From an optimization exercise on the open Yosys and OpenROAD flow, aimed at small area, a short achievable clock period and few clock cycles per item; shortcuts taken in it are not production practice.
At most, simulation tests tie the RTL to the original design; equivalence was not proved.
Function not checked in runs 1 to 6: the RTL went through the layout flow alone.

## design/flow/flow/run.sh

```bash
#!/bin/bash
# standard layout (the standard.sh) with two changes to how it is made:
#  - the port buffers are buf_4 cells instead of the smallest buffer
#  - the timing repair is asked to leave MARGIN ns of setup slack at the design's
#    clock period (the constraints themselves are unchanged)
set -uo pipefail
MARGIN=12
bash standard.sh "BUFFER_PORTS_ARGS=-buffer_cell sky130_fd_sc_hd__buf_4" \
    SETUP_SLACK_MARGIN=$MARGIN finish > make_finish.log 2>&1
```

## design/flow/standard.sh

```bash
#!/bin/bash
# synth_recipe.tcl (not shown) runs the flow's synth.tcl, then flattens the netlist and writes it again
# the make line also repeats each setting of config.mk as NAME=value (left out here)
make -C /OpenROAD-flow-scripts/flow DESIGN_CONFIG=/design/flow/config.mk WORK_HOME=/design/flow/orfs CLKGATE_MAP_FILE= SYNTH_SCRIPT=/design/flow/synth_recipe.tcl "${@:-finish}"
```

## design/flow/config.mk

```make
export PLATFORM = sky130hd
export DESIGN_NAME = div_top
export DESIGN_NICKNAME = div_top
export VERILOG_FILES = /design/flow/design.v
export SDC_FILE = /design/flow/constraint.sdc
export NUM_CORES = 4
export LEC_CHECK = 0
export CAP_MARGIN = 20
export CORE_MARGIN = 2
export CORE_UTILIZATION = 40
export SLEW_MARGIN = 20
```

## design/flow/constraint.sdc

```tcl
create_clock -name core_clock -period 17.5 [get_ports {clk}]
set_input_delay 3.5000 -clock core_clock [delete_from_list [all_inputs] [get_ports {clk}]]
set_output_delay 3.5000 -clock core_clock [all_outputs]
set_load 0.01 [all_outputs]
```

## design/flow/design.v

```verilog
`timescale 1ns/1ps
`default_nettype none
module div_top (
    input  wire         clk,
    input  wire         rst_n,
    input  wire  [31:0] op1,     
    input  wire  [31:0] op2,     
    input  wire  [2:0]  funct3,
    input  wire         start,
    input  wire         ack,
    output logic [31:0] result,
    output logic        done
);
    localparam logic [1:0] S_IDLE = 2'd0, S_SETUP = 2'd1, S_ITER = 2'd2, S_NEG = 2'd3;
    localparam int DW = 33;              
    localparam int W  = 36;              
    logic [1:0]    st;
    logic [31:0]   a_r;    
    logic [DW-1:0] b_r;    
    logic [31:0]   q_r;    
    logic [1:0]    fn;     
    logic          a_ng;   
    logic          b_ng;   
    logic [3:0]    cnt;    
    logic          neg;    
    logic accept;
    assign accept = start && (st == S_IDLE) && (!done || ack);
    logic        sgn_i, an_i, bn_i, rem_i;
    logic        div0_i, ovfl_i, zq_i, fin_i;
    logic [31:0] imm_i;
    assign rem_i  = funct3[1];
    assign sgn_i  = !funct3[0];
    assign an_i   = sgn_i && op1[31];
    assign bn_i   = sgn_i && op2[31];
    assign div0_i = (op2 == 32'd0);
    assign ovfl_i = sgn_i && (op1 == 32'h8000_0000) && (op2 == 32'hffff_ffff);
    assign zq_i   = (op1 < op2) && !an_i && !bn_i;
    assign fin_i  = div0_i || ovfl_i || zq_i;
    assign imm_i[30:0] = rem_i ? op1[30:0] : {31{div0_i}};
    assign imm_i[31]   = (rem_i ? op1[31] : div0_i) ^ ovfl_i;
    logic        is_rem;
    logic [31:0] aa, bb;
    logic [6:0]  sh;
    logic [5:0]  sh_c;                   
    assign is_rem = fn[1];
    assign aa     = a_r + 32'(a_ng);     
    assign bb     = b_r[31:0] + 32'(b_ng);
    function automatic logic [5:0] top_bit(input logic [31:0] x);  
        logic [7:0] nz;
        logic [1:0] loc [0:7];
        logic [2:0] g;
        for (int i = 0; i < 8; i++) begin
            nz[i]  = |x[4*i +: 4];
            loc[i] = x[4*i+3] ? 2'd3 : x[4*i+2] ? 2'd2 : x[4*i+1] ? 2'd1 : 2'd0;
        end
        g[2] = |nz[7:4];
        g[1] = g[2] ? |nz[7:6] : |nz[3:2];
        g[0] = g[2] ? (g[1] ? nz[7] : nz[5]) : (g[1] ? nz[3] : nz[1]);
        top_bit = {~|nz, g, loc[g]};
    endfunction
    logic [5:0] ta, tb;
    assign ta = top_bit(a_r);
    assign tb = top_bit(b_r[31:0]);
    assign sh   = 7'(signed'(ta[5] ? 6'h3f : {1'b0, ta[4:0]}))
                - 7'(signed'(tb[5] ? 6'h3f : {1'b0, tb[4:0]})) + 7'(a_ng);
    assign sh_c = sh[6] ? 6'd0 : (sh[5] ? 6'd31 : sh[5:0]);
    logic [W-1:0] r0, d1, d2, cs_s, cs_c;
    logic [W:0]   t1, t2, t3;
    logic         ge1, ge2, ge3;
    logic [1:0]   qd;
    logic [31:0]  r_nx, qn;
    assign r0 = W'(a_r);
    assign d1 = W'(b_r);
    assign d2 = W'(b_r) << 1;
    assign cs_s = r0 ^ ~d1 ^ ~d2;
    assign cs_c = (r0 & ~d1) | (r0 & ~d2) | (~d1 & ~d2);
    assign t1 = {1'b0, r0} - {1'b0, d1};
    assign t2 = {1'b0, r0} - {1'b0, d2};
    assign t3 = {1'b0, cs_s} + {cs_c, 1'b1} + (W + 1)'(1);
    assign ge1 = !t1[W];
    assign ge2 = !t2[W];
    assign ge3 = !t3[W];
    always_comb begin
        if (ge3)      begin qd = 2'd3; r_nx = t3[31:0]; end
        else if (ge2) begin qd = 2'd2; r_nx = t2[31:0]; end
        else if (ge1) begin qd = 2'd1; r_nx = t1[31:0]; end
        else          begin qd = 2'd0; r_nx = a_r;      end
    end
    assign qn = {q_r[29:0], qd};
    always_ff @(posedge clk or negedge rst_n) begin
        if (!rst_n) begin
            st   <= S_IDLE;
            done <= 1'b0;
        end else begin
            case (st)
                S_IDLE: begin
                    if (accept) begin
                        st   <= fin_i ? S_IDLE : S_SETUP;
                        done <= fin_i;
                    end else if (ack) begin
                        done <= 1'b0;
                    end
                end
                S_SETUP: st <= S_ITER;
                S_ITER: begin
                    if (cnt == 4'd0) begin
                        if (neg) begin
                            st <= S_NEG;
                        end else begin
                            st   <= S_IDLE;
                            done <= 1'b1;
                        end
                    end
                end
                default: begin
                    st   <= S_IDLE;
                    done <= 1'b1;
                end
            endcase
        end
    end
    always_ff @(posedge clk) begin
        case (st)
            S_IDLE: begin
                if (accept) begin
                    q_r  <= imm_i;
                    fn   <= funct3[1:0];
                    a_ng <= an_i;
                    b_ng <= bn_i;
                end
            end
            S_SETUP: begin
                neg <= is_rem ? a_ng : (a_ng ^ b_ng);
            end
            S_ITER: begin
                q_r <= (cnt == 4'd0 && is_rem) ? r_nx : qn;
            end
            default: begin
                q_r <= ~q_r + 32'd1;
            end
        endcase
    end
    always_ff @(posedge clk) begin
        case (st)
            S_IDLE: begin
                a_r <= an_i ? ~op1 : op1;
                b_r <= DW'(bn_i ? ~op2 : op2);
            end
            S_SETUP: begin
                a_r <= aa;
                b_r <= DW'(bb) << {sh_c[4:1], 1'b0};
            end
            default: begin
                a_r <= r_nx;
                b_r <= b_r >> 2;
            end
        endcase
        cnt <= (st == S_SETUP) ? sh_c[4:1] : cnt - 4'd1;
    end
    assign result = q_r;
endmodule
`default_nettype wire
```

==> results of run 1 <==
==> metal layers <==
layer  GRT usage  wire, um  vias up
met5           0         0        -
met4      0.1535      3779        0
met3     0.04728      6934      156
met2      0.4404     28430     1087
met1      0.4448     30910     8909
li1            -         -     8684
==> layout by cell type (no fill, tap or decap), types with 18 or more instances in the layout <==
cell type / instances
mux2i_1: 40
xnor2_1: 152
a22oi_1: 22
nor2b_1: 18
a31oi_1: 24
o211ai_1: 49
ha_1: 145
nor3_1: 36
a21oi_1: 186
xor2_1: 61
edfxtp_1: 36
a222oi_1: 28
nor2_1: 174
buf_4: 153
nor4_1: 36
o21ai_1: 52
o21a_1: 18
nand3_1: 61
o21ai_0: 130
a21o_1: 42
dfxtp_1: 56
nand2_1: 212
nand2b_1: 36
and3_1: 28
inv_1: 116
nand4_1: 37
fa_1: 34
a211oi_1: 42
==> repair_timing <==
| item | 4_1_cts | 5_1_grt |
|---|---|---|
| setup endpoints to repair | 35 | 33 |
| cloned | 3 | 3 |
| pin swaps | 7 | 34 |
| buffers inserted | 11 | 26 |
| gates resized for setup | 49 | 51 |
==> final timing paths <==
kind	end	slack (ns)	depth (start not counted)
hold / removal	cnt[1]	0.57	3
setup reg to reg	b_r[27]	12.02	22
max in group asynchronous	st[0]	14.49	1
setup / recovery	b_r[27]	12.02	22
hold reg to reg	cnt[1]	0.57	3
min in group asynchronous	st[1]	2.90	1
==> per-stage QoR <==
stage / area [um2] / setup slack, ns / hold slack (ns) / instances
2_1_floorplan: 17110 / 12.11 / 0.4971 / 2300
6_report: 19390 / 12.02 / 0.5657 / 2901
5_1_grt: 19390 / 11.78 / 0.6066 / 2901
3_3_place_gp: 18260 / 10.76 / 0.5402 / 2842
4_1_cts: 18910 / 12.01 / 0.5670 / 2872
3_5_place_dp: 18260 / 10.66 / 0.5470 / 2842
==> worst max-delay path: cells and delay by family (launching register included) <==
kind / cells / cell delay [ns]
simple gates: 9 / 2.06
compound gates: 7 / 1.46
flops: 1 / 0.49
buf+inv: 2 / 0.36
mux: 2 / 0.37
fa+ha+maj: 2 / 0.61
==> cell type report <==
class / count / area, um2
tap: 539 / 674.4
multi-input combinational: 1949 / 13990
fill: 4263 / 22650
clock inverter: 7 / 73.82
inverter: 124 / 479.2
sequential: 108 / 2564
timing repair buffer: 165 / 1389
clock buffer: 9 / 225.2
==> cells by family after synthesis <==
| family | count (synthesis) | synth area share |
|---|---|---|
| compound gates | 768 | 0.2949 |
| simple gates | 730 | 0.2098 |
| buf+inv | 244 | 0.05670 |
| xor+xnor | 213 | 0.1091 |
| fa+ha+maj | 180 | 0.1470 |
| flops | 108 | 0.1484 |
| mux | 57 | 0.03409 |
==> state kept, by name, indices dropped and copies added (netlist names), 2 cells and up, named ones only <==
name and flops:
a_r 32, b_r 33, cnt 4, q_r 31, st 2
==> impl_results.md, run 1 <==
* Diodes inserted at 0
* Iteration-0 DRC Markers at about 2400
* Synth warn at 3
* Hold buffers post-CTS at 0
* Worst-Skew Late Latency at between 0.3 and 0.4 ns
* Setup crit start: a_r[19]
* Share of layout cells above drive strength 1 at 0.1257
* Top-area cell type share of the netlist area at 0.1061
* Post-Synthesis Cells at 2300
* Critical Path RT at between 15 and 20 ns
* Yosys cell types at 93
* Final GP Congestion at 1.029
* Grt total ovfl at 0
* Setup CP Type: register to register
* Vias at between 15000 and 20000
* Cell taking the most area after synthesis: ha_1
* Vias in the first global route at ~17000
* Mean Syn Cell Area at 7.436 um2
* Wire length per cell at roughly 24 um
* Core area at ~42000 um2
* Die W at roughly 210 um
* CTS Buf Count at 9
* Vias per inst at between 6 and 7
* CTS tree: yes
* DRC Markers at 0
* Syn Std Cell Area at approximately 17000 um2
* Sink Count at between 100 and 150
* Critical path peak fanout at 10
* PortBufs at about 100
* TritonRoute pass-1 iters at 6
* Status: complete, no violations
* Max_slew headroom at 0.2964
* Largest net degree at the start of global routing at a little under 90
* H-tree depth at 3
* Mapped Nets at around 2600
* Synthesized flop and latch total at 108
* Final Hold Fails at 0
* Post-route ant nets at 0
* Seq/Total Area, Yosys at 0.1484
* Commonest cells in the netlist: nand2_1, a21oi_1, nor2_1
* Slew at the pin with the worst max-slew slack at between 1 and 1.5 ns
* Number of synthesized flops with an enable pin at 36
* Final Util at 0.4613
* Slew Viols, Final at 0
* DP HPWL at approximately 54000 um
* Fin nets at 2608
* CTS root buffer: clkbuf_16
* Period minus WS final at around 5.5 ns
* Global-route wire length before repair at roughly 110000 um
* Final clock skew at between 0.01 and 0.015 ns
* Worst-path clk slew at 0.08 ns
* Data arrival time of the worst path at between 5 and 6 ns
* Starting Density at 0.4068
* Biggest cell delay along the critical path at between 0.4 and 0.5 ns
* CP Cell Sequence: nor4_2, nand3_1, or2_2, nor3_4, o21ai_0, o211ai_1, nand2_1, nand3_1, ha_1, ha_1, nand4b_1, a211o_1, o211ai_1, buf_4, o21ai_4, buf_12, a2111oi_4, a221o_1, mux2i_2, mux2i_1, nor4b_2, or3_1
* Critical path startpoint category: register
* Most common cell in the netlist: nand2_1
* FFs w/ async S/R, synth at 0.02778
* CP endpoint kind: register
* CP max stage cell: dfxtp_1
* Layout area overhead at 13.40%
* Rows at 75
* Total Neg Setup Slack at 0 ns
* Initial antenna violation count at 0
* I/O pin count at between 100 and 150
* Final wirelength at 70060 um
* Number of max-cap violations at 0
* Hold Crit Start: cnt[1]
* Die Ht at between 200 and 250 um
* GRT Overall Usage at 0.3074
* Clk buf depth at 2
* Ys flop type: dfxtp_1
* Top post-synthesis cells by area: ha_1, dfxtp_1, xnor2_1
* Area of the die at 44430 um2
* RSZ-0062 raised after global routing: yes
* Max Freq at between 0.15 and 0.2 GHz
* Setup Viol. Count Final at 0
* Hold WC Path Type: register to register
* Reg2reg start: a_r[19]
* Final period utilization at 0.3132
==> run 2: changes to the inputs <==
--- a/design/flow/design.v
+++ b/design/flow/design.v
@@ -42,5 +42,6 @@
     logic [31:0] aa, bb;
     logic [6:0]  sh;
-    logic [5:0]  sh_c;                   
+    logic        sh_ng;
+    logic [DW-1:0] b_al;                
     assign is_rem = fn[1];
     assign aa     = a_r + 32'(a_ng);     
@@ -62,7 +63,7 @@
     assign ta = top_bit(a_r);
     assign tb = top_bit(b_r[31:0]);
-    assign sh   = 7'(signed'(ta[5] ? 6'h3f : {1'b0, ta[4:0]}))
-                - 7'(signed'(tb[5] ? 6'h3f : {1'b0, tb[4:0]})) + 7'(a_ng);
-    assign sh_c = sh[6] ? 6'd0 : (sh[5] ? 6'd31 : sh[5:0]);
+    assign sh    = 7'({1'b0, ta[4:0]}) + 7'(a_ng) - 7'({1'b0, tb[4:0]});
+    assign sh_ng = sh[6];
+    assign b_al  = sh_ng ? DW'(bb) : DW'(bb) << {sh[4:1], 1'b0};
     logic [W-1:0] r0, d1, d2, cs_s, cs_c;
     logic [W:0]   t1, t2, t3;
@@ -149,5 +150,5 @@
             S_SETUP: begin
                 a_r <= aa;
-                b_r <= DW'(bb) << {sh_c[4:1], 1'b0};
+                b_r <= b_al;
             end
             default: begin
@@ -156,5 +157,5 @@
             end
         endcase
-        cnt <= (st == S_SETUP) ? sh_c[4:1] : cnt - 4'd1;
+        cnt <= (st == S_SETUP) ? (sh_ng ? 4'd0 : sh[4:1]) : cnt - 4'd1;
     end
     assign result = q_r;
==> impl_results.md, run 2 <==
* CTS Buf Count at 9 (unchanged)
* Final period utilization at 0.3139 (+0.0007714)
* Register with the most flip-flops: b_r
* Post-Synthesis Cells at 2367 (+2.9%)
* Layout area overhead at 11.05%
* Mapped Nets at 2617 (+2.6%)
* Fin nets at 2625 (+0.65%)
* Critical path peak fanout at 4 (-6)
* Largest register FFs at 33 (unchanged)
* Top post-synthesis cells by area: ha_1, xnor2_1, dfxtp_1
* Grt total ovfl at 0 (unchanged)
* Clk buf depth at 2 (unchanged)
* Critical path startpoint category: input pin
* Number of synthesized flops with an enable pin at 36 (unchanged)
* Worst-path clk slew at 0.08 ns (about the same)
* Yosys cell types at 97 (+4.3%)
* PortBufs at 102 (unchanged)
* Max_slew headroom at 0.2804 (-0.01607)
* Die W at 213.6 um (+1.4%)
* Iteration-0 DRC Markers at 2488 (+2.2%)
* DP HPWL at 60020 um (+10%)
* Most common cell in the netlist: nand2_1
* Vias in the first global route at 17500 (+1.7%)
* GRT Overall Usage at 0.3245 (+0.01709)
* Final Hold Fails at 0 (unchanged)
* Sink Count at 108 (unchanged)
* Status: complete, no violations
* Top-area cell type share of the netlist area at 0.1018 (-0.004286)
* RSZ-0062 raised after global routing: no
* Critical Path RT at 17.59 ns (-0.17 ns)
* Seq/Total Area, Yosys at 0.1444 (-0.004003)
* Number of max-cap violations at 0 (unchanged)
* Final Util at 0.4511 (-0.01018)
* Initial antenna violation count at 1 (+1)
* Commonest cells in the netlist: nand2_1, nor2_1, xnor2_1
* Commonest non-fill, non-tap cell in the layout: nand2_1
* Syn Std Cell Area at 17580 um2 (+2.8%)
* Die Ht at 213.6 um (+1.4%)
* Vias per inst at 6.557 (+0.98%)
* Max Freq at 0.1820 GHz (-0.24%)
* Data arrival time of the worst path at 5.59 ns (-0.15 ns)
* Vias at 19440 (+3.2%)
* CP endpoint kind: register
* Fillers at 4363 (+2.3%)
* Final wirelength at 76050 um (+8.6%)
* CTS tree: yes
* Final GP Congestion at 0.9837 (-4.4%)
* Synthesized flop and latch total at 108 (unchanged)
* Mean Syn Cell Area at 7.426 um2 (-0.14%)
* Largest regs: b_r x33, a_r x32, q_r x31
* Diodes inserted at 0 (unchanged)
* Post-route ant nets at 0 (unchanged)
* H-tree depth at 3 (unchanged)
* Synth warn at 3 (unchanged)
* Global-route wire length before repair at 111100 um (+5.8%)
* Area of the die at 45640 um2 (+2.7%)
* Leading cell types in the layout, fill and taps excluded: nand2_1, xnor2_1, nor2_1, o21ai_0, a21oi_1
* Setup CP Type: input pin to register
* DRC Markers at 0 (unchanged)
* Setup Viol. Count Final at 0 (unchanged)
* Hold WC Path Type: register to register
* CTS root buffer: clkbuf_16
* Starting Density at 0.4062 (-0.0005691)
* Wire length per cell at 25.65 um (+6.2%)
* Period minus WS final at 5.494 ns (+0.01350 ns)
* FFs w/ async S/R, synth at 0.02778 (unchanged)
* Slew Viols, Final at 0 (unchanged)
* TritonRoute pass-1 iters at 7 (+1)
* Largest net degree at the start of global routing at 82 (-7.9%)
* Total Neg Setup Slack at 0 ns (unchanged)
* Slew at the pin with the worst max-slew slack at 1.065 ns (+0.01129 ns)
* Ys flop type: dfxtp_1
* Final clock skew at 0.01023 ns (-0.004025 ns)
* Share of layout cells above drive strength 1 at 0.1164 (-0.009354)
* Cell taking the most area after synthesis: ha_1
* Rows at 76 (+1.3%)
* Worst-Skew Late Latency at 0.38 ns (about the same)
* Core area at 43270 um2 (+2.9%)
* I/O pin count at 104 (unchanged)
## run 2: kinds of logic after synthesis
kind of cell | after synthesis | synth area share
compound gates | 772 | 0.2974
xor+xnor | 228 | 0.1140
fa+ha+maj | 179 | 0.1428
buf+inv | 255 | 0.05631
flops | 108 | 0.1444
mux | 33 | 0.01936
simple gates | 792 | 0.2257
## run 2: cell type report
cell class / count / area (um2) / area share
multi-input combinational: 2004 / 14390 / 0.7374
sequential: 108 / 2555 / 0.1309
timing repair buffer: 138 / 1067 / 0.05468
tap: 585 / 732.0 / 0.03750
inverter: 114 / 459.2 / 0.02353
clock buffer: 9 / 225.2 / 0.01154
clock inverter: 7 / 86.33 / 0.004423
## run 2: what timing repair did
action | 4_1_cts | 5_1_grt
hold buffers | 0 | 0
buffers inserted | 5 | 6
gates resized for setup | 48 | 40
pin swaps | 5 | 6
endpoints found under the setup margin | 38 | 34
## run 2: worst paths after layout
check | startpoint | endpoint | slack, ns | depth (start not counted)
setup / recovery | op1[20] | q_r[31] | 12.01 | 8
hold / removal | cnt[0] | cnt[0] | 0.48 | 1
setup reg to reg | b_r[26] | b_r[26] | 12.22 | 19
hold reg to reg | cnt[0] | cnt[0] | 0.48 | 1
max in group asynchronous | rst_n | st[0] | 14.50 | 1
min in group asynchronous | rst_n | st[0] | 2.89 | 1
## run 2: per-layer routing
| layer | share of wire | vias up | track usage |
|---|---|---|---|
| met4 | 0.039 | 0 | 0.1188 |
| met2 | 0.42 | 1083 | 0.4842 |
| li1 | - | 8886 | - |
| met1 | 0.45 | 9321 | 0.4662 |
| met3 | 0.093 | 151 | 0.05609 |
| met5 | 0 | - | 0 |
## run 2: critical path, stage by stage
cell      delay (ns)
buf_4           0.15
nor4_1          0.49
nand3_1         0.14
nor4_1          0.54
nand3_4         0.18
xor2_4          0.25
a22oi_2         0.21
o311ai_1        0.12
## run 2: through the flow
stage | hold slack [ns] | cell area [um2] | std cells | worst slack (ns)
2_1_floorplan | 0.4307 | 17580 | 2367 | 12.00
3_3_place_gp | 0.4486 | 18770 | 2938 | 10.87
3_5_place_dp | 0.4582 | 18770 | 2938 | 10.70
4_1_cts | 0.4771 | 19320 | 2959 | 12.00
5_1_grt | 0.5168 | 19520 | 2965 | 12.00
6_report | 0.4822 | 19520 | 2965 | 12.01
==> run 3: changes to the inputs <==
--- a/design/flow/flow/run.sh
+++ b/design/flow/flow/run.sh
@@ -5,5 +5,5 @@
 #    clock period (the constraints themselves are unchanged)
 set -uo pipefail
-MARGIN=12
+MARGIN=12.5
 bash standard.sh "BUFFER_PORTS_ARGS=-buffer_cell sky130_fd_sc_hd__buf_4" \
     SETUP_SLACK_MARGIN=$MARGIN finish > make_finish.log 2>&1
==> impl_results.md, run 3 <==
* Status: complete, no violations
* FF-to-FF setup slack at 12.27 ns (+0.05 ns)
* Mapped Nets at 2617 (unchanged)
* CP endpoint kind: register
* RSZ-0062 raised after global routing: yes
* Largest register FFs at 33 (unchanged)
* Cell taking the most area after synthesis: ha_1
* Starting Density at 0.4062 (unchanged)
* Max Freq at 0.1833 GHz (+0.70%)
* Die W at 213.6 um (unchanged)
* Synth warn at 3 (unchanged)
* Largest net degree at the start of global routing at 94 (+15%)
* Placed insts at 2938 (unchanged)
* PortBufs at 102 (unchanged)
* Post-Synthesis Cells at 2367 (unchanged)
* GRT Overall Usage at 0.3277 (+0.003184)
* Commonest cells in the netlist: nand2_1, nor2_1, xnor2_1
* FFs w/ async S/R, synth at 0.02778 (unchanged)
* Worst-Skew Late Latency at 0.39 ns (about the same)
* Critical path startpoint category: input pin
* Max_slew headroom at 0.2257 (-0.05471)
* Area of the die at 45640 um2 (unchanged)
* Post-synthesis adder-cell area fraction at 0.1428 (unchanged)
* Rows at 76 (unchanged)
* Yosys cell types at 97 (unchanged)
* DP HPWL at 59420 um (-1.0%)
* Final period utilization at 0.3118 (-0.002177)
* Slew at the pin with the worst max-slew slack at 1.147 ns (+0.08101 ns)
* Diodes inserted at 0 (unchanged)
* Hold Crit Start: cnt[0]
* Critical path peak fanout at 3 (-1)
* Most common cell in the netlist: nand2_1
* CTS Buf Count at 9 (unchanged)
* Fillers at 4309 (-1.2%)
* Setup Viol. Count Final at 0 (unchanged)
* Largest family of logic cells by synthesized area: compound AO/OA/AOI/OAI gates
* Slew Viols, Final at 0 (unchanged)
* Vias per inst at 6.566 (+0.15%)
* Die Ht at 213.6 um (unchanged)
* Hold buffers post-CTS at 0 (unchanged)
* Hold WC Path Type: register to register
* Grt total ovfl at 0 (unchanged)
* Global-route wire length before repair at 112600 um (+1.3%)
* Final wirelength at 77240 um (+1.6%)
* Setup CP Type: input pin to register
* Fin nets at 2667 (+1.6%)
* DRC Markers at 0 (unchanged)
* Top post-synthesis cells by area: ha_1, xnor2_1, dfxtp_1
* Xor/xnor share of the synthesized area at 0.1140 (unchanged)
* Complex-gate fraction of the synthesized area at 0.2974 (unchanged)
* Clk buf depth at 2 (unchanged)
* Ys flop type: dfxtp_1
* Register with the most flip-flops: b_r
* Top-area cell type share of the netlist area at 0.1018 (unchanged)
* Final GP Congestion at 1.041 (+5.8%)
* Period minus WS final at 5.456 ns (-0.03810 ns)
* Number of synthesized flops with an enable pin at 36 (unchanged)
* Leading cell types in the layout, fill and taps excluded: nand2_1, xnor2_1, nor2_1, o21ai_0, buf_4
* Final Hold Fails at 0 (unchanged)
* Layout area overhead at 15.61%
* Sink Count at 108 (unchanged)
* Post-synthesis simple-gate area fraction at 0.2257 (unchanged)
* Core area at 43270 um2 (unchanged)
* Commonest non-fill, non-tap cell in the layout: nand2_1
* Vias in the first global route at 17790 (+1.7%)
* Synthesized flop and latch total at 108 (unchanged)
* Share of layout cells above drive strength 1 at 0.1519 (+0.03555)
* Final clock skew at 0.01062 ns (+0.0003917 ns)
* Mux cell area share after synthesis at 0.01936 (unchanged)
* Number of max-cap violations at 0 (unchanged)
* Seq/Total Area, Yosys at 0.1444 (unchanged)
* Reg2reg start: a_r[30]
* Non-Filler Instances at 3007 (+1.4%)
* Worst-path clk slew at 0.09 ns (about the same)
* CTS tree: yes
* Initial antenna violation count at 1 (unchanged)
* Mean Syn Cell Area at 7.426 um2 (unchanged)
* I/O pin count at 104 (unchanged)
* Data arrival time of the worst path at 5.56 ns (-0.03 ns)
* H-tree depth at 3 (unchanged)
* Post-route ant nets at 0 (unchanged)
* Setup crit start: op2[23]
* Syn Std Cell Area at 17580 um2 (unchanged)
* Vias at 19750 (+1.6%)
* Iteration-0 DRC Markers at 2652 (+6.6%)
* Wire length per cell at 25.69 um (+0.15%)
* Critical Path RT at 17.60 ns (about the same)
* Largest regs: b_r x33, a_r x32, q_r x31
* TritonRoute pass-1 iters at 8 (+1)
* Total Neg Setup Slack at 0 ns (unchanged)
* CTS root buffer: clkbuf_16
## run 3: cell counts after synthesis
Identical to the previous run, type by type.
## run 3: layout make-up
type	instances	area, um2	share of cell area
Multi-Input combinational cell	2004	14700	0.7236
Clock buffer	9	225.2	0.01108
Clock inverter	7	85.08	0.004187
Inverter	114	470.5	0.02315
Sequential cell	108	2561	0.1260
Timing Repair Buffer	180	1543	0.07592
Tap cell	585	732.0	0.03602
## run 3: logic make-up after synthesis
group	Yosys count
AND/OR/NAND/NOR	792
AO/OA/AOI/OAI	772
buffers and inverters	255
XOR/XNOR	228
adder cells (fa/ha/maj)	179
flip-flops	108
multiplexers	33
## run 3: what timing repair did
action,in CTS,in global routing
gates resized for setup,108,82
buffers inserted,21,27
pin swaps,11,19
cloned,1,4
setup endpoints to repair,60,73
## run 3: critical path, cell delays in order
cell      delay (ns)
buf_4           0.10
inv_1           0.11
or4_1           0.55
nor4_1          0.46
nand3_2         0.25
xor2_4          0.24
a22oi_2         0.22
o311ai_1        0.12
## run 3: worst paths after layout
kind                            to  depth (start not counted)
max in group asynchronous    st[0]                          1
min in group asynchronous    st[0]                          1
max                        q_r[31]                          8
min                         cnt[0]                          1
min reg2reg                 cnt[0]                          1
max reg2reg                b_r[31]                         20
## run 3: per-stage QoR
step	hold slack (ns)	area (um2)	util	setup WS, ns
after floorplan	0.4304	17580	-	12.09
after global placement	0.4535	18770	0.4337	10.81
after detailed placement	0.4573	18770	0.4337	10.73
after CTS	0.4752	19740	0.4562	12.09
after global routing	0.5074	20320	0.4697	12.08
final	0.4796	20320	0.4697	12.04
## run 3: routing by layer
metal / vias to the layer above / wire length (um) / global-route usage
met5: - / 0 / 0
met4: 0 / 3257 / 0.1190
met2: 1158 / 32330 / 0.4887
met3: 168 / 8399 / 0.07572
met1: 9456 / 33260 / 0.4595
li1: 8963 / - / -
==> run 4: changes to the inputs <==
--- a/design/flow/flow/run.sh
+++ b/design/flow/flow/run.sh
@@ -5,5 +5,5 @@
 #    clock period (the constraints themselves are unchanged)
 set -uo pipefail
-MARGIN=12.5
+MARGIN=12
 bash standard.sh "BUFFER_PORTS_ARGS=-buffer_cell sky130_fd_sc_hd__buf_4" \
     SETUP_SLACK_MARGIN=$MARGIN finish > make_finish.log 2>&1
--- a/design/flow/config.mk
+++ b/design/flow/config.mk
@@ -8,4 +8,4 @@
 export CAP_MARGIN = 20
 export CORE_MARGIN = 2
-export CORE_UTILIZATION = 40
+export CORE_UTILIZATION = 65
 export SLEW_MARGIN = 20
==> impl_results.md, run 4 <==
* Clk buf depth at 2 (unchanged)
* Slew Viols, Final at 0 (unchanged)
* Vias per inst at 7.536 (+15%)
* Die Ht at 168.4 um (-21%)
* Max Freq at 0.1787 GHz (-2.5%)
* Hold WC Path Type: register to register
* CTS Buf Count at 9 (unchanged)
* Non-Filler Instances at 2726 (-9.3%)
* Wire length per cell at 26.39 um (+2.7%)
* DP HPWL at 54650 um (-8.0%)
* Yosys cell types at 97 (unchanged)
* Diodes inserted at 0 (unchanged)
* Syn Std Cell Area at 17580 um2 (unchanged)
* Share of layout cells above drive strength 1 at 0.1166 (-0.03538)
* Critical path startpoint category: register
* Post-route ant nets at 0 (unchanged)
* Max_slew headroom at 0.2386 (+0.01296)
* Final Hold Fails at 0 (unchanged)
* CTS root buffer: clkbuf_16
* Number of synthesized flops with an enable pin at 36 (unchanged)
* Area of the die at 28370 um2 (-38%)
* Setup CP Type: register to register
* Mean Syn Cell Area at 7.426 um2 (unchanged)
* DRC Markers at 0 (unchanged)
* Placed insts at 2693 (-8.3%)
* GRT Overall Usage at 0.4853 (+0.1576)
* Worst-Skew Late Latency at 0.38 ns (about the same)
* I/O pin count at 104 (unchanged)
* Slew at the pin with the worst max-slew slack at 1.138 ns (-0.008644 ns)
* Period minus WS final at 5.595 ns (+0.1392 ns)
* FFs w/ async S/R, synth at 0.02778 (unchanged)
* Grt total ovfl at 0 (unchanged)
* Commonest non-fill, non-tap cell in the layout: nand2_1
* H-tree depth at 3 (unchanged)
* TritonRoute pass-1 iters at 9 (+1)
* Die W at 168.4 um (-21%)
* Synthesized flop and latch total at 108 (unchanged)
* Status: complete, no violations
* Total Neg Setup Slack at 0 ns (unchanged)
* Largest net degree at the start of global routing at 96 (+2.1%)
* Setup Viol. Count Final at 0 (unchanged)
* Top post-synthesis cells by area: ha_1, xnor2_1, dfxtp_1
* Layout area overhead at 9.638%
* Global-route wire length before repair at 107500 um (-4.5%)
* Most common cell in the netlist: nand2_1
* Synth warn at 3 (unchanged)
* Seq/Total Area, Yosys at 0.1444 (unchanged)
* Critical path peak fanout at 20 (+17)
* Final WS setup at 11.90 ns (-0.1392 ns)
* Sink Count at 108 (unchanged)
* Post-Synthesis Cells at 2367 (unchanged)
* Final clock skew at 0.01867 ns (+0.008044 ns)
* Initial antenna violation count at 1 (unchanged)
* Final hold slack at 0.4720 ns (-0.007563 ns)
* Iteration-0 DRC Markers at 3841 (+45%)
* Data arrival time of the worst path at 5.82 ns (+0.26 ns)
* Final GP Congestion at 1.099 (+5.6%)
* Mapped Nets at 2617 (unchanged)
* Vias in the first global route at 18620 (+4.6%)
* Register with the most flip-flops: b_r
* Rows at 60 (-21%)
* Final wirelength at 71940 um (-6.9%)
* Final period utilization at 0.3197 (+0.007954)
* Ys flop type: dfxtp_1
* CTS tree: yes
* PortBufs at 102 (unchanged)
* Starting Density at 0.6577 (+0.2514)
* Cell taking the most area after synthesis: ha_1
* Largest register FFs at 33 (unchanged)
* Leading cell types in the layout, fill and taps excluded: nand2_1, xnor2_1, nor2_1, o21ai_0, a21oi_1
* CP endpoint kind: register
* Critical Path RT at 17.72 ns (+0.12 ns)
* RSZ-0062 raised after global routing: yes
* Commonest cells in the netlist: nand2_1, nor2_1, xnor2_1
* Dpl ws at 10.76 ns (+0.02680 ns)
* Core area at 26730 um2 (-38%)
* Top-area cell type share of the netlist area at 0.1018 (unchanged)
* Worst-path clk slew at 0.09 ns (about the same)
* Fin nets at 2630 (-1.4%)
* Vias at 20540 (+4.0%)
* Number of max-cap violations at 0 (unchanged)
* Largest regs: b_r x33, a_r x32, q_r x31
==> run 4: path summary, 6_finish.rpt <==
| check | from | end | slack [ns] | depth (start not counted) |
|---|---|---|---|---|
| min in group asynchronous | rst_n | st[0] | 2.89 | 1 |
| max in group asynchronous | rst_n | st[0] | 14.50 | 1 |
| worst min-delay path | cnt[0] | cnt[0] | 0.47 | 1 |
| worst max register to register | a_r[31] | b_r[31] | 11.90 | 18 |
| worst max-delay path | a_r[31] | b_r[31] | 11.90 | 18 |
| worst min register to register | cnt[0] | cnt[0] | 0.47 | 1 |
==> run 4: logic make-up after synthesis <==
group                      after synthesis  synth area share
and+or+nand+nor                        792            0.2257
AOI/OAI and AO/OA                      772            0.2974
buffers and inverters                  255           0.05631
xor gates and xnor gates               228            0.1140
adders and majority gates              179            0.1428
DFF                                    108            0.1444
muxes                                   33           0.01936
==> run 4: layout make-up <==
cell class                 count  area (um2)
clock inverter                 7       78.83
clock buffer                   9       225.2
multi-input combinational   2004       14380
inverter                     114       446.7
fill                        2226        7455
tap                          341       426.7
sequential                   108        2566
timing repair buffer         143        1144
==> run 4: metrics by stage <==
stage	utilization	cell area (um2)
after floorplan	-	17580
after global placement	0.6902	18450
after detailed placement	0.6902	18450
after CTS	0.7073	18900
after global routing	0.7211	19270
final	0.7211	19270
==> run 4: worst max-delay path: stages (launching register included) <==
cell	delay [ns]
dfxtp_4	0.43
nor4_4	0.40
nand3_2	0.17
or4_4	0.59
buf_12	0.17
a31oi_4	0.29
o21ai_1	0.15
o21ai_2	0.23
o31ai_1	0.12
a31oi_2	0.38
ha_4	0.29
fa_2	0.65
buf_12	0.21
clkinv_8	0.14
mux2_2	0.33
mux2i_4	0.20
mux2i_2	0.12
a222oi_1	0.39
o41ai_2	0.14
==> run 4: routing by layer <==
layer,part of all wire,GRT usage,up-vias
met2,0.41,0.7245,1747
met3,0.15,0.1222,427
li1,-,-,8889
met1,0.36,0.6383,9477
met4,0.073,0.2766,2
met5,0.00018,0,-
==> run 4: timing repair <==
item / in CTS / in global routing
resized for setup: 42 / 47
pin swaps: 5 / 12
endpoints found under the setup margin: 40 / 37
hold buffers: 0 / 0
gates cloned: 0 / 1
setup buffers: 1 / 15
==> run 5: changes to the inputs <==
--- a/design/flow/design.v
+++ b/design/flow/design.v
@@ -27,5 +27,5 @@
     assign accept = start && (st == S_IDLE) && (!done || ack);
     logic        sgn_i, an_i, bn_i, rem_i;
-    logic        div0_i, ovfl_i, zq_i, fin_i;
+    logic        div0_i, zq_i, fin_i;
     logic [31:0] imm_i;
     assign rem_i  = funct3[1];
@@ -34,10 +34,8 @@
     assign bn_i   = sgn_i && op2[31];
     assign div0_i = (op2 == 32'd0);
-    assign ovfl_i = sgn_i && (op1 == 32'h8000_0000) && (op2 == 32'hffff_ffff);
     assign zq_i   = (op1 < op2) && !an_i && !bn_i;
-    assign fin_i  = div0_i || ovfl_i || zq_i;
-    assign imm_i[30:0] = rem_i ? op1[30:0] : {31{div0_i}};
-    assign imm_i[31]   = (rem_i ? op1[31] : div0_i) ^ ovfl_i;
-    logic        is_rem;
+    assign fin_i  = div0_i || zq_i;
+    assign imm_i = rem_i ? op1 : {32{div0_i}};
+    logic        is_rem, ovfl;
     logic [31:0] aa, bb;
     logic [6:0]  sh;
@@ -45,4 +43,5 @@
     logic [DW-1:0] b_al;                
     assign is_rem = fn[1];
+    assign ovfl   = a_ng && b_ng && (a_r == 32'h7fff_ffff) && (b_r[31:0] == 32'd0);
     assign aa     = a_r + 32'(a_ng);     
     assign bb     = b_r[31:0] + 32'(b_ng);
@@ -103,5 +102,12 @@
                     end
                 end
-                S_SETUP: st <= S_ITER;
+                S_SETUP: begin
+                    if (ovfl) begin
+                        st   <= S_IDLE;
+                        done <= 1'b1;
+                    end else begin
+                        st <= S_ITER;
+                    end
+                end
                 S_ITER: begin
                     if (cnt == 4'd0) begin
@@ -132,5 +138,6 @@
             end
             S_SETUP: begin
-                neg <= is_rem ? a_ng : (a_ng ^ b_ng);
+                q_r[31] <= q_r[31] ^ ovfl;
+                neg     <= is_rem ? a_ng : (a_ng ^ b_ng);
             end
             S_ITER: begin
--- a/design/flow/config.mk
+++ b/design/flow/config.mk
@@ -8,4 +8,4 @@
 export CAP_MARGIN = 20
 export CORE_MARGIN = 2
-export CORE_UTILIZATION = 65
+export CORE_UTILIZATION = 40
 export SLEW_MARGIN = 20
==> impl_results.md, run 5 <==
* Largest regs: b_r x33, a_r x32, q_r x31
* Vias at 19140 (-6.8%)
* Vias in the first global route at 17590 (-5.5%)
* Max Freq at 0.1871 GHz (+4.7%)
* Ys flop type: dfxtp_1
* Core area at 42890 um2 (+60%)
* CP Cell Sequence: buf_4, nor4_1, nand4_1, nor2_1, nor2_1, nor2_1, buf_6, o21ai_0, a21boi_0, a32o_1, o41ai_1
* Final clock skew at 0.01612 ns (-0.002549 ns)
* Leading cell types in the layout, fill and taps excluded: o21ai_0, nand2_1, a21oi_1, nor2_1, xnor2_1
* Hold WC Path Type: register to register
* Seq/Total Area, Yosys at 0.1464 (+0.001990)
* Placed cell area at 18510 um2 (+0.37%)
* Worst-Skew Late Latency at 0.39 ns (about the same)
* Worst-path clk slew at 0.09 ns (about the same)
* I/O pin count at 104 (unchanged)
* Grt total ovfl at 0 (unchanged)
* Most common cell in the netlist: o21ai_0
* Hold Crit Start: cnt[0]
* Critical Path RT at 17.65 ns (-0.07 ns)
* H-tree depth at 3 (unchanged)
* Final GP Congestion at 1.015 (-7.6%)
* Mapped Nets at 2593 (-0.92%)
* FFs w/ async S/R, synth at 0.02778 (unchanged)
* RSZ-0062 raised after global routing: yes
* Commonest non-fill, non-tap cell in the layout: o21ai_0
* Post-route ant nets at 0 (unchanged)
* Final period utilization at 0.3054 (-0.01431)
* Number of synthesized flops with an enable pin at 36 (unchanged)
* Final Hold Fails at 0 (unchanged)
* Top-area cell type share of the netlist area at 0.1032 (+0.001403)
* Rows at 76 (+27%)
* Iteration-0 DRC Markers at 2682 (-30%)
* TritonRoute pass-1 iters at 6 (-3)
* Biggest cell delay along the critical path at 0.33 ns (-0.32 ns)
* Design Area, Final at 19180 um2 (-0.47%)
* Largest net degree at the start of global routing at 63 (-34%)
* Final wirelength at 73160 um (+1.7%)
* Vias per inst at 6.486 (-14%)
* Sink Count at 108 (unchanged)
* Fin nets at 2611 (-0.72%)
* Hold Path Stages at 1 (unchanged)
* CTS Buf Count at 9 (unchanged)
* CTS root buffer: clkbuf_16
* DRC Markers at 0 (unchanged)
* Layout area overhead at 10.62%
* Cell taking the most area after synthesis: ha_1
* Setup CP Type: input pin to register
* Setup Viol. Count Final at 0 (unchanged)
* DP HPWL at 56120 um (+2.7%)
* Initial antenna violation count at 0 (-1)
* FF-to-FF setup slack at 12.28 ns (+0.38 ns)
* Period minus WS final at 5.345 ns (-0.2505 ns)
* Hold buffers post-CTS at 0 (unchanged)
* Die W at 212.2 um (+26%)
* Max_slew headroom at 0.3643 (+0.1257)
* PortBufs at 102 (unchanged)
* Critical path startpoint category: input pin
* Global-route wire length before repair at 109300 um (+1.7%)
* GRT Overall Usage at 0.3188 (-0.1665)
* Slew at the pin with the worst max-slew slack at 0.9512 ns (-0.1867 ns)
* Critical path peak fanout at 31 (+55%)
* Syn Std Cell Area at 17340 um2 (-1.4%)
* Total Neg Setup Slack at 0 ns (unchanged)
* Buf/Inv on CP at 2 (-1)
* R2R depth at 20 (+2)
* Post-Synthesis Cells at 2343 (-1.0%)
* Yosys cell types at 97 (unchanged)
* Crit path max-delay family: simple AND/OR/NAND/NOR gates
* Non-Filler Instances at 2951 (+8.3%)
* Diodes inserted at 0 (unchanged)
* Mean Syn Cell Area at 7.400 um2 (-0.35%)
* Reg2reg start: b_r[22]
* Data arrival time of the worst path at 5.49 ns (-0.33 ns)
* Dpl ws at 10.43 ns (-0.3260 ns)
* CP max stage cell: nor4_1
* Top post-synthesis cells by area: ha_1, xnor2_1, dfxtp_1
* Slew Viols, Final at 0 (unchanged)
* Status: complete, no violations
* Placed insts at 2916 (+8.3%)
* Commonest cells in the netlist: o21ai_0, nand2_1, a21oi_1
* Clk buf depth at 2 (unchanged)
* Area of the die at 45030 um2 (+59%)
* Starting Density at 0.4043 (-0.2534)
* Final WS setup at 12.16 ns (+0.2505 ns)
* Largest register FFs at 33 (unchanged)
* CTS tree: yes
* Die Ht at 212.2 um (+26%)
* Wire length per cell at 24.79 um (-6.1%)
* Share of layout cells above drive strength 1 at 0.1019 (-0.01470)
* Number of max-cap violations at 0 (unchanged)
* Synthesized flop and latch total at 108 (unchanged)
* Synth warn at 3 (unchanged)
* Reg2reg end: b_r[32]
* Register with the most flip-flops: b_r
* CP endpoint kind: register
* Worst Hold End: cnt[0]
* Cell repeated most along the worst path: nor2_1
[run 5: changes by cell type in the layout (fill, tap and decap cells not counted), moves of 11 or more]
cell | previous run | this run
nand3_1 | 87 | 69
nand4_1 | 42 | 27
o21ai_0 | 167 | 205
o31ai_1 | 32 | 14
a22oi_1 | 12 | 24
nor3_1 | 75 | 47
a21oi_1 | 158 | 195
xnor2_1 | 179 | 164
nor4_1 | 41 | 30
xor2_1 | 45 | 62
[run 5: area by class of cell]
| class | instances | area, um2 |
|---|---|---|
| Timing Repair inverter | 1 | 5.005 |
| Tap cell | 585 | 732.0 |
| Timing Repair Buffer | 145 | 1142 |
| Fill cell | 4351 | 23710 |
| Sequential cell | 108 | 2545 |
| Clock inverter | 7 | 95.09 |
| Clock buffer | 9 | 225.2 |
| Multi-Input combinational cell | 1979 | 13970 |
| Inverter | 117 | 465.4 |
[run 5: how the worst max path moves through the flow]
stage | end | startpoint | slack (ns) | cells after the start
6_report | q_r[31] | op2[29] | 12.16 | 11
5_1_grt | q_r[31] | op2[3] | 11.99 | 11
3_5_place_dp | b_r[24] | a_r[31] | 10.43 | 18
2_1_floorplan | q_r[10] | start | 12.04 | 2
3_3_place_gp | b_r[24] | a_r[31] | 10.49 | 19
4_1_cts | b_r[24] | a_r[28] | 12.02 | 19
[run 5: through the flow]
stage | util | hold WS (ns)
CTS | 0.4413 | 0.4684
finish | 0.4472 | 0.4682
detailed placement | 0.4317 | 0.4519
floorplan | - | 0.4303
global route | 0.4472 | 0.5062
global placement | 0.4317 | 0.4505
[run 5: logic make-up (layout without fill, tap and decap cells)]
logic type | after synthesis | in the layout | share of synthesized area
buffers and inverters | 256 | 279 | 0.05802
AOI/OAI and AO/OA | 809 | 809 | 0.3045
adders and majority gates | 179 | 179 | 0.1448
DFF | 108 | 108 | 0.1464
muxes | 44 | 44 | 0.02699
and+or+nand+nor | 717 | 717 | 0.2031
xor gates and xnor gates | 230 | 230 | 0.1162
[run 5: what timing repair did]
item	CTS	global route
setup endpoints to repair	50	33
gates cloned	1	1
pin swaps	0	6
buffers inserted	3	13
resized for setup	15	23
[run 5: worst reg2reg max path, cell delays in order, from the launching register on]
cell,delay [ns]
dfxtp_1,0.56
clkinvlp_4,0.31
nand4_1,0.34
o21bai_1,0.17
a21oi_1,0.08
a211oi_1,0.40
nand3_1,0.17
o21a_1,0.14
ha_1,0.29
nor2b_1,0.18
fa_2,0.50
buf_12,0.20
inv_8,0.19
o21ai_0,0.12
nand2_1,0.08
o221ai_1,0.25
mux2i_1,0.37
nor2_1,0.08
o32ai_1,0.45
mux2i_1,0.14
nor2_1,0.12
[run 5: metal layers]
layer	part of all wire	vias up	wire length (um)	global-route usage
li1	-	8740	-	-
met1	0.42	9093	30910	0.4479
met2	0.42	1142	30610	0.4738
met3	0.11	164	8063	0.05775
met4	0.049	0	3577	0.1408
met5	0	-	0	0
==> run 6: changes to the inputs <==
--- a/design/flow/flow/run.sh
+++ b/design/flow/flow/run.sh
@@ -5,5 +5,5 @@
 #    clock period (the constraints themselves are unchanged)
 set -uo pipefail
-MARGIN=12
+MARGIN=12.5
 bash standard.sh "BUFFER_PORTS_ARGS=-buffer_cell sky130_fd_sc_hd__buf_4" \
     SETUP_SLACK_MARGIN=$MARGIN finish > make_finish.log 2>&1
==> impl_results.md, run 6 <==
* Status: complete, no violations
* DP HPWL at 57460 um (+2.4%)
* Grt total ovfl at 0 (unchanged)
* Final WS setup at 12.40 ns (+0.2467 ns)
* Wire length per cell at 25.54 um (+3.0%)
* Slew at the pin with the worst max-slew slack at 1.044 ns (+0.09232 ns)
* Biggest cell delay along the critical path at 0.60 ns (+0.27 ns)
* Final wirelength at 76880 um (+5.1%)
* Commonest cells in the netlist: o21ai_0, nand2_1, a21oi_1
* Post-route ant nets at 0 (unchanged)
* Number of max-cap violations at 0 (unchanged)
* H-tree depth at 3 (unchanged)
* Final clock skew at 0.02094 ns (+0.004821 ns)
* Setup CP Type: input pin to register
* Max Freq at 0.1962 GHz (+4.8%)
* Diodes inserted at 0 (unchanged)
* Seq/Total Area, Yosys at 0.1464 (unchanged)
* Crit path to: q_r[30]
* Reg2reg start: b_r[19]
* CTS Buf Count at 9 (unchanged)
* Fin nets at 2670 (+2.3%)
* Rows at 76 (unchanged)
* Area of the die at 45030 um2 (unchanged)
* Starting Density at 0.4043 (unchanged)
* R2R depth at 18 (-10%)
* Initial antenna violation count at 1 (+1)
* Ys flop type: dfxtp_1
* Iteration-0 DRC Markers at 2352 (-12%)
* Design Area, Final at 20500 um2 (+6.9%)
* CP endpoint kind: register
* Register with the most flip-flops: b_r
* Max_slew headroom at 0.3026 (-0.06170)
* Core area at 42890 um2 (unchanged)
* I/O pin count at 104 (unchanged)
* Critical path startpoint category: input pin
* Leading cell types in the layout, fill and taps excluded: nand2_1, a21oi_1, o21ai_0, nor2_1, xnor2_1
* Vias per inst at 6.469 (-0.25%)
* Largest regs: b_r x33, a_r x32, q_r x31
* Setup crit start: op2[30]
* Post-Synthesis Cells at 2343 (unchanged)
* Largest net degree at the start of global routing at 72 (+14%)
* Cell taking the most area after synthesis: ha_1
* CTS root buffer: clkbuf_16
* Final GP Congestion at 1.014 (-0.18%)
* DRC Markers at 0 (unchanged)
* Most common cell in the netlist: o21ai_0
* Die Ht at 212.2 um (unchanged)
* Placed cell area at 18670 um2 (+0.84%)
* Worst-path clk slew at 0.09 ns (about the same)
* Dpl ws at 10.45 ns (+0.02120 ns)
* Vias at 19470 (+1.7%)
* Setup Viol. Count Final at 0 (unchanged)
* Final period utilization at 0.2913 (-0.01410)
* Top-area cell type share of the netlist area at 0.1032 (unchanged)
* Sink Count at 108 (unchanged)
* Syn Std Cell Area at 17340 um2 (unchanged)
* FF-to-FF setup slack at 12.49 ns (+0.21 ns)
* FFs w/ async S/R, synth at 0.02778 (unchanged)
* Period minus WS final at 5.098 ns (-0.2467 ns)
* Data arrival time of the worst path at 5.18 ns (-0.31 ns)
* Number of synthesized flops with an enable pin at 36 (unchanged)
* Largest register FFs at 33 (unchanged)
* Slew Viols, Final at 0 (unchanged)
* Hold WC Path Type: register to register
* Critical path peak fanout at 7 (-77%)
* Mean Syn Cell Area at 7.400 um2 (unchanged)
* CTS tree: yes
* Top post-synthesis cells by area: ha_1, xnor2_1, dfxtp_1
* Global-route wire length before repair at 111300 um (+1.8%)
* CP max stage cell: a222oi_1
* Mapped Nets at 2593 (unchanged)
* Reg2reg end: b_r[23]
* RSZ-0062 raised after global routing: yes
* Vias in the first global route at 17680 (+0.52%)
* TritonRoute pass-1 iters at 6 (unchanged)
* Final Util at 0.4779 (+0.03072)
* Critical Path RT at 17.58 ns (-0.07 ns)
* Die W at 212.2 um (unchanged)
* Worst-Skew Late Latency at 0.40 ns (about the same)
* Synth warn at 3 (unchanged)
* Clk buf depth at 2 (unchanged)
* GRT Overall Usage at 0.3278 (+0.008980)
* PortBufs at 102 (unchanged)
* Hold buffers post-CTS at 0 (unchanged)
* Final hold slack at 0.4685 ns (+0.0002780 ns)
* Yosys cell types at 97 (unchanged)
* Synthesized flop and latch total at 108 (unchanged)
* Commonest non-fill, non-tap cell in the layout: nand2_1
* Total Neg Setup Slack at 0 ns (unchanged)
* Final Hold Fails at 0 (unchanged)
* CP Cell Sequence: buf_6, nor4_4, nand4_1, nor2_2, nor2_1, nor2_2, buf_6, buf_12, a222oi_1, o211ai_1
* Layout area overhead at 18.22%
* Share of layout cells above drive strength 1 at 0.1674 (+0.06556)
## run 6: cell counts after synthesis
No cell type changed its count.
## run 6: how the worst min path moves through the flow
stage,start,end,slack [ns],depth (start not counted)
6_report,cnt[0],cnt[0],0.47,1
2_1_floorplan,cnt[0],cnt[0],0.43,1
4_1_cts,cnt[0],cnt[0],0.47,1
5_1_grt,cnt[0],cnt[0],0.49,1
3_3_place_gp,cnt[0],cnt[0],0.45,1
3_5_place_dp,cnt[0],cnt[0],0.46,1
## run 6: area by class of cell
type	count	area, um2
Multi-Input combinational cell	1981	14550
Fill cell	4259	22390
Tap cell	585	732.0
Timing Repair inverter	2	22.52
Sequential cell	108	2572
Inverter	117	515.5
Timing Repair Buffer	201	1815
Clock inverter	7	67.56
Clock buffer	9	225.2
## run 6: per-layer routing
metal / global-route usage / wire length, um / share of wire
met4: 0.1251 / 3078 / 0.040
met3: 0.06189 / 8015 / 0.10
met1: 0.4614 / 32980 / 0.43
met2: 0.4930 / 32810 / 0.43
met5: 0 / 0 / 0
## run 6: cells by family after synthesis
family          Yosys count  share of synthesized area
compound gates          809                     0.3045
xor+xnor                230                     0.1162
fa+ha+maj               179                     0.1448
buf+inv                 256                    0.05802
flops                   108                     0.1464
mux                      44                    0.02699
simple gates            717                     0.2031
## run 6: repair_timing
action                                  in CTS  in global routing
endpoints found under the setup margin      80                 72
resized for setup                           79                129
pin swaps                                   16                 47
cloned                                       4                  6
buffers inserted                            19                 46
## run 6: through the flow
step | instances
after floorplan | 2343
after global placement | 2919
after detailed placement | 2919
after CTS | 2958
after global routing | 3010
final | 3010
## run 6: worst max-delay path, delay by kind of cell
family,cells,cell delay [ns]
AND/OR/NAND/NOR,5,0.44
AO/OA/AOI/OAI,2,0.87
buffers and inverters,3,0.37
==> run 7: changes to the inputs <==
--- a/design/flow/design.v
+++ b/design/flow/design.v
@@ -37,5 +37,6 @@
     assign fin_i  = div0_i || zq_i;
     assign imm_i = rem_i ? op1 : {32{div0_i}};
-    logic        is_rem, ovfl;
+    logic        is_rem, b_one, neg_s, fin_s;
+    logic [31:0] q_s;
     logic [31:0] aa, bb;
     logic [6:0]  sh;
@@ -43,5 +44,8 @@
     logic [DW-1:0] b_al;                
     assign is_rem = fn[1];
-    assign ovfl   = a_ng && b_ng && (a_r == 32'h7fff_ffff) && (b_r[31:0] == 32'd0);
+    assign b_one  = (b_r[31:1] == 31'd0) && (b_r[0] != b_ng);
+    assign neg_s  = is_rem ? a_ng : (a_ng ^ b_ng);
+    assign fin_s  = b_one || sh_ng;
+    assign q_s    = (b_one != is_rem) ? aa : 32'd0;
     assign aa     = a_r + 32'(a_ng);     
     assign bb     = b_r[31:0] + 32'(b_ng);
@@ -64,5 +68,5 @@
     assign sh    = 7'({1'b0, ta[4:0]}) + 7'(a_ng) - 7'({1'b0, tb[4:0]});
     assign sh_ng = sh[6];
-    assign b_al  = sh_ng ? DW'(bb) : DW'(bb) << {sh[4:1], 1'b0};
+    assign b_al  = DW'(bb) << {sh[4:1], 1'b0};
     logic [W-1:0] r0, d1, d2, cs_s, cs_c;
     logic [W:0]   t1, t2, t3;
@@ -103,7 +107,7 @@
                 end
                 S_SETUP: begin
-                    if (ovfl) begin
-                        st   <= S_IDLE;
-                        done <= 1'b1;
+                    if (fin_s) begin
+                        st   <= neg_s ? S_NEG : S_IDLE;
+                        done <= !neg_s;
                     end else begin
                         st <= S_ITER;
@@ -138,6 +142,6 @@
             end
             S_SETUP: begin
-                q_r[31] <= q_r[31] ^ ovfl;
-                neg     <= is_rem ? a_ng : (a_ng ^ b_ng);
+                if (fin_s) q_r <= q_s;
+                neg <= neg_s;
             end
             S_ITER: begin
@@ -164,5 +168,5 @@
             end
         endcase
-        cnt <= (st == S_SETUP) ? (sh_ng ? 4'd0 : sh[4:1]) : cnt - 4'd1;
+        cnt <= (st == S_SETUP) ? sh[4:1] : cnt - 4'd1;
     end
     assign result = q_r;
--- a/design/flow/flow/run.sh
+++ b/design/flow/flow/run.sh
@@ -5,5 +5,5 @@
 #    clock period (the constraints themselves are unchanged)
 set -uo pipefail
-MARGIN=12.5
+MARGIN=12
 bash standard.sh "BUFFER_PORTS_ARGS=-buffer_cell sky130_fd_sc_hd__buf_4" \
     SETUP_SLACK_MARGIN=$MARGIN finish > make_finish.log 2>&1
==> impl_results.md, run 7 <==
* DRC Markers at 0 (unchanged)
* TritonRoute pass-1 iters at 6 (unchanged)
* Final hold slack at 0.5427 ns (+0.07424 ns)
* Iteration-0 DRC Markers at 2266 (-3.7%)
* Critical Path RT at 17.76 ns (+0.18 ns)
* Period minus WS final at 5.369 ns (+0.2708 ns)
* Top post-synthesis cells by area: ha_1, dfxtp_1, xnor2_1
* Max Freq at 0.1863 GHz (-5.0%)
* Reg2reg end: b_r[19]
* Vias in the first global route at 18000 (+1.8%)
* Largest register FFs at 33 (unchanged)
* Top-area cell type share of the netlist area at 0.1033 (+0.0001509)
* Critical path startpoint category: register
* Reg2reg start: a_r[23]
* Fillers at 4323 (+1.5%)
* CP max stage cell: fa_2
* Slew Viols, Final at 0 (unchanged)
* Buf/Inv on CP at 1 (-2)
* Fin nets at 2592 (-2.9%)
* Global-route wire length before repair at 107500 um (-3.4%)
* Max_slew headroom at 0.3872 (+0.08458)
* Largest net degree at the start of global routing at 73 (+1.4%)
* Final wirelength at 73360 um (-4.6%)
* Die W at 211.3 um (-0.41%)
* Seq/Total Area, Yosys at 0.1476 (+0.001246)
* R2R depth at 21 (+3)
* Vias at 19200 (-1.4%)
* Register with the most flip-flops: b_r
* H-tree depth at 3 (unchanged)
* Initial antenna violation count at 2 (+1)
* Commonest cells in the netlist: nand2_1, a21oi_1, o21ai_0
* Synthesized flop and latch total at 108 (unchanged)
* Crit path to: b_r[19]
* CP Cell Sequence: or4_4, nor4b_4, nand3_4, nor4b_4, nand3_2, o21ai_4, nand3_2, nor3_2, a21o_1, ha_1, nand2b_1, fa_2, clkinv_4, a41oi_1, o32ai_1, a21oi_2, mux2_4, nor2_1, a211oi_1, nor3_1, a221o_1
* Vias per inst at 6.648 (+2.8%)
* Crit path depth at 21 (+11)
* Die Ht at 211.3 um (-0.41%)
* RSZ-0062 raised after global routing: no
* FFs w/ async S/R, synth at 0.02778 (unchanged)
* Commonest non-fill, non-tap cell in the layout: nand2_1
* Hold WC Path Type: register to register
* Post-Synthesis Cells at 2310 (-1.4%)
* Grt total ovfl at 0 (unchanged)
* Slew at the pin with the worst max-slew slack at 0.8960 ns (-0.1475 ns)
* Crit path max-delay family: simple AND/OR/NAND/NOR gates
* Worst-path clk slew at 0.09 ns (about the same)
* Biggest cell delay along the critical path at 0.73 ns (+0.13 ns)
* FF-to-FF setup slack at 12.13 ns (-0.36 ns)
* PortBufs at 102 (unchanged)
* Number of max-cap violations at 0 (unchanged)
* Critical path peak fanout at 9 (+2)
* Final clock skew at 0.01291 ns (-0.008035 ns)
* Layout area overhead at 10.98%
* Synth warn at 3 (unchanged)
* Ys flop type: dfxtp_1
* Area of the die at 44650 um2 (-0.83%)
* CTS root buffer: clkbuf_16
* Syn Std Cell Area at 17190 um2 (-0.84%)
* Wire length per cell at 25.40 um (-0.54%)
* DP HPWL at 56980 um (-0.84%)
* Leading cell types in the layout, fill and taps excluded: nand2_1, a21oi_1, o21ai_0, nor2_1, buf_4
* CP endpoint kind: register
* Cell taking the most area after synthesis: ha_1
* Final Hold Fails at 0 (unchanged)
* CTS tree: yes
* Setup crit start: a_r[23]
* Setup Viol. Count Final at 0 (unchanged)
* Final GP Congestion at 0.9706 (-4.2%)
* Number of synthesized flops with an enable pin at 36 (unchanged)
* Mean Syn Cell Area at 7.442 um2 (+0.57%)
* GRT Overall Usage at 0.3161 (-0.01165)
* CTS Buf Count at 9 (unchanged)
* Yosys cell types at 101 (+4.1%)
* Starting Density at 0.4071 (+0.002834)
* Core area at 42230 um2 (-1.5%)
* Setup CP Type: register to register
* Rows at 75 (-1.3%)
* Status: complete, no violations
* Total Neg Setup Slack at 0 ns (unchanged)
* Post-route ant nets at 0 (unchanged)
* Most common cell in the netlist: nand2_1
* Data arrival time of the worst path at 5.63 ns (+0.45 ns)
* Sink Count at 108 (unchanged)
* I/O pin count at 104 (unchanged)
* Largest regs: b_r x33, a_r x32, q_r x31
* Mapped Nets at 2559 (-1.3%)
* Final period utilization at 0.3068 (+0.01547)
* Clk buf depth at 2 (unchanged)
* Share of layout cells above drive strength 1 at 0.1099 (-0.05754)
* Worst-Skew Late Latency at 0.38 ns (-0.02 ns)
[run 7: metal layers]
metal  part of all wire  GRT usage  wire, um  up-vias
met2               0.46     0.5218     34030     1044
met4              0.040     0.1226      2957        2
met1               0.41     0.4119     30200     9280
met3              0.084    0.05266      6168      175
met5            0.00018          0        13        -
li1                   -          -         -     8697
[run 7: how the worst min path moves through the flow]
stage / from / to / slack, ns / depth (start not counted)
final: done / done / 0.54 / 1
after floorplan: cnt[0] / cnt[0] / 0.51 / 3
after global routing: done / done / 0.55 / 1
after detailed placement: done / done / 0.52 / 1
after CTS: done / done / 0.54 / 1
after global placement: done / done / 0.52 / 1
[run 7: cell families after synthesis]
family,share of synthesized area
DFF,0.1476
adders and majority gates,0.1453
muxes,0.02125
AOI/OAI and AO/OA,0.3197
and+or+nand+nor,0.2024
buffers and inverters,0.06092
xor gates and xnor gates,0.1028
[run 7: layout make-up]
class,instances,area (um2),share of cell area
inverters,132,500.5,0.02623
well taps,539,674.4,0.03535
clock buffers,10,229.0,0.01200
repair buffers,150,1209,0.06335
flip-flops and latches,108,2549,0.1336
clock inverters,6,53.80,0.002820
diodes,1,2.502,0.0001312
multi-input cells,1942,13860,0.7265
[run 7: through the flow]
stage                     setup slack [ns]  utilization  instances  instance area, um2
after floorplan                      11.96            -       2310               17200
after global placement               10.96       0.4338       2847               18320
after detailed placement             10.97       0.4338       2847               18320
after CTS                            12.00       0.4462       2876               18840
after global routing                 11.95       0.4518       2887               19080
final                                12.13       0.4518       2888               19080
[run 7: repair_timing]
action                     4_1_cts  5_1_grt
hold buffers                     0        0
setup endpoints to repair       67       73
gates resized for setup         30       31
pin swaps                        4       12
setup buffers                   11        9
gates cloned                     2        1
Testbench counts of run 7, summed over its fixed seeds: cycles 9,820, items 2,400.

re-timing with driven ports:
The flow's constraints put no driver on any port. The routed layouts listed below were extracted and timed again, unchanged, in two steps.
Step 1 sets driving cells, clkbuf_16 on the clock port and buf_2 on the other inputs (assumed; they add their load-dependent delay and slew).
Step 2, shift: input delay + t, output delay - t, t = (earliest + latest rising clock arrival at the registers) / 2. This alone moves slack from input paths to output paths.
Three values: no drivers, after step 1, after step 2; two values: the first two.
| run | shift t [ns] | setup slack, ns | hold WS [ns] | worst setup path after step 2 | cell pins on the clock port's net |
|---|---|---|---|---|---|
| run 1 | 0.418 | 12.019 / 12.019 / 11.725 | 0.566 / 0.566 / 0.566 | input to register | 1 |
| run 2 | 0.425 | 12.006 / 12.025 / 11.600 | 0.482 / 0.482 / 0.482 | input to register | 1 |
| run 3 | 0.428 | 12.044 / 12.061 / 11.633 | 0.480 / 0.480 / 0.480 | input to register | 1 |
| run 4 | 0.419 | 11.905 / 11.905 / 11.567 | 0.472 / 0.472 / 0.472 | input to register | 1 |
| run 5 | 0.434 | 12.155 / 12.180 / 11.745 | 0.468 / 0.468 / 0.468 | input to register | 1 |
| run 6 | 0.446 | 12.402 / 12.405 / 11.960 | 0.468 / 0.468 / 0.468 | input to register | 1 |
| run 7 | 0.428 | 12.131 / 12.131 / 11.757 | 0.543 / 0.543 / 0.543 | input to register | 1 |
After both steps every run listed still meets setup and hold. For run 6, which loses most, drivers alone change the setup slack by +0.003 ns; drivers and shift together by -0.442 ns.
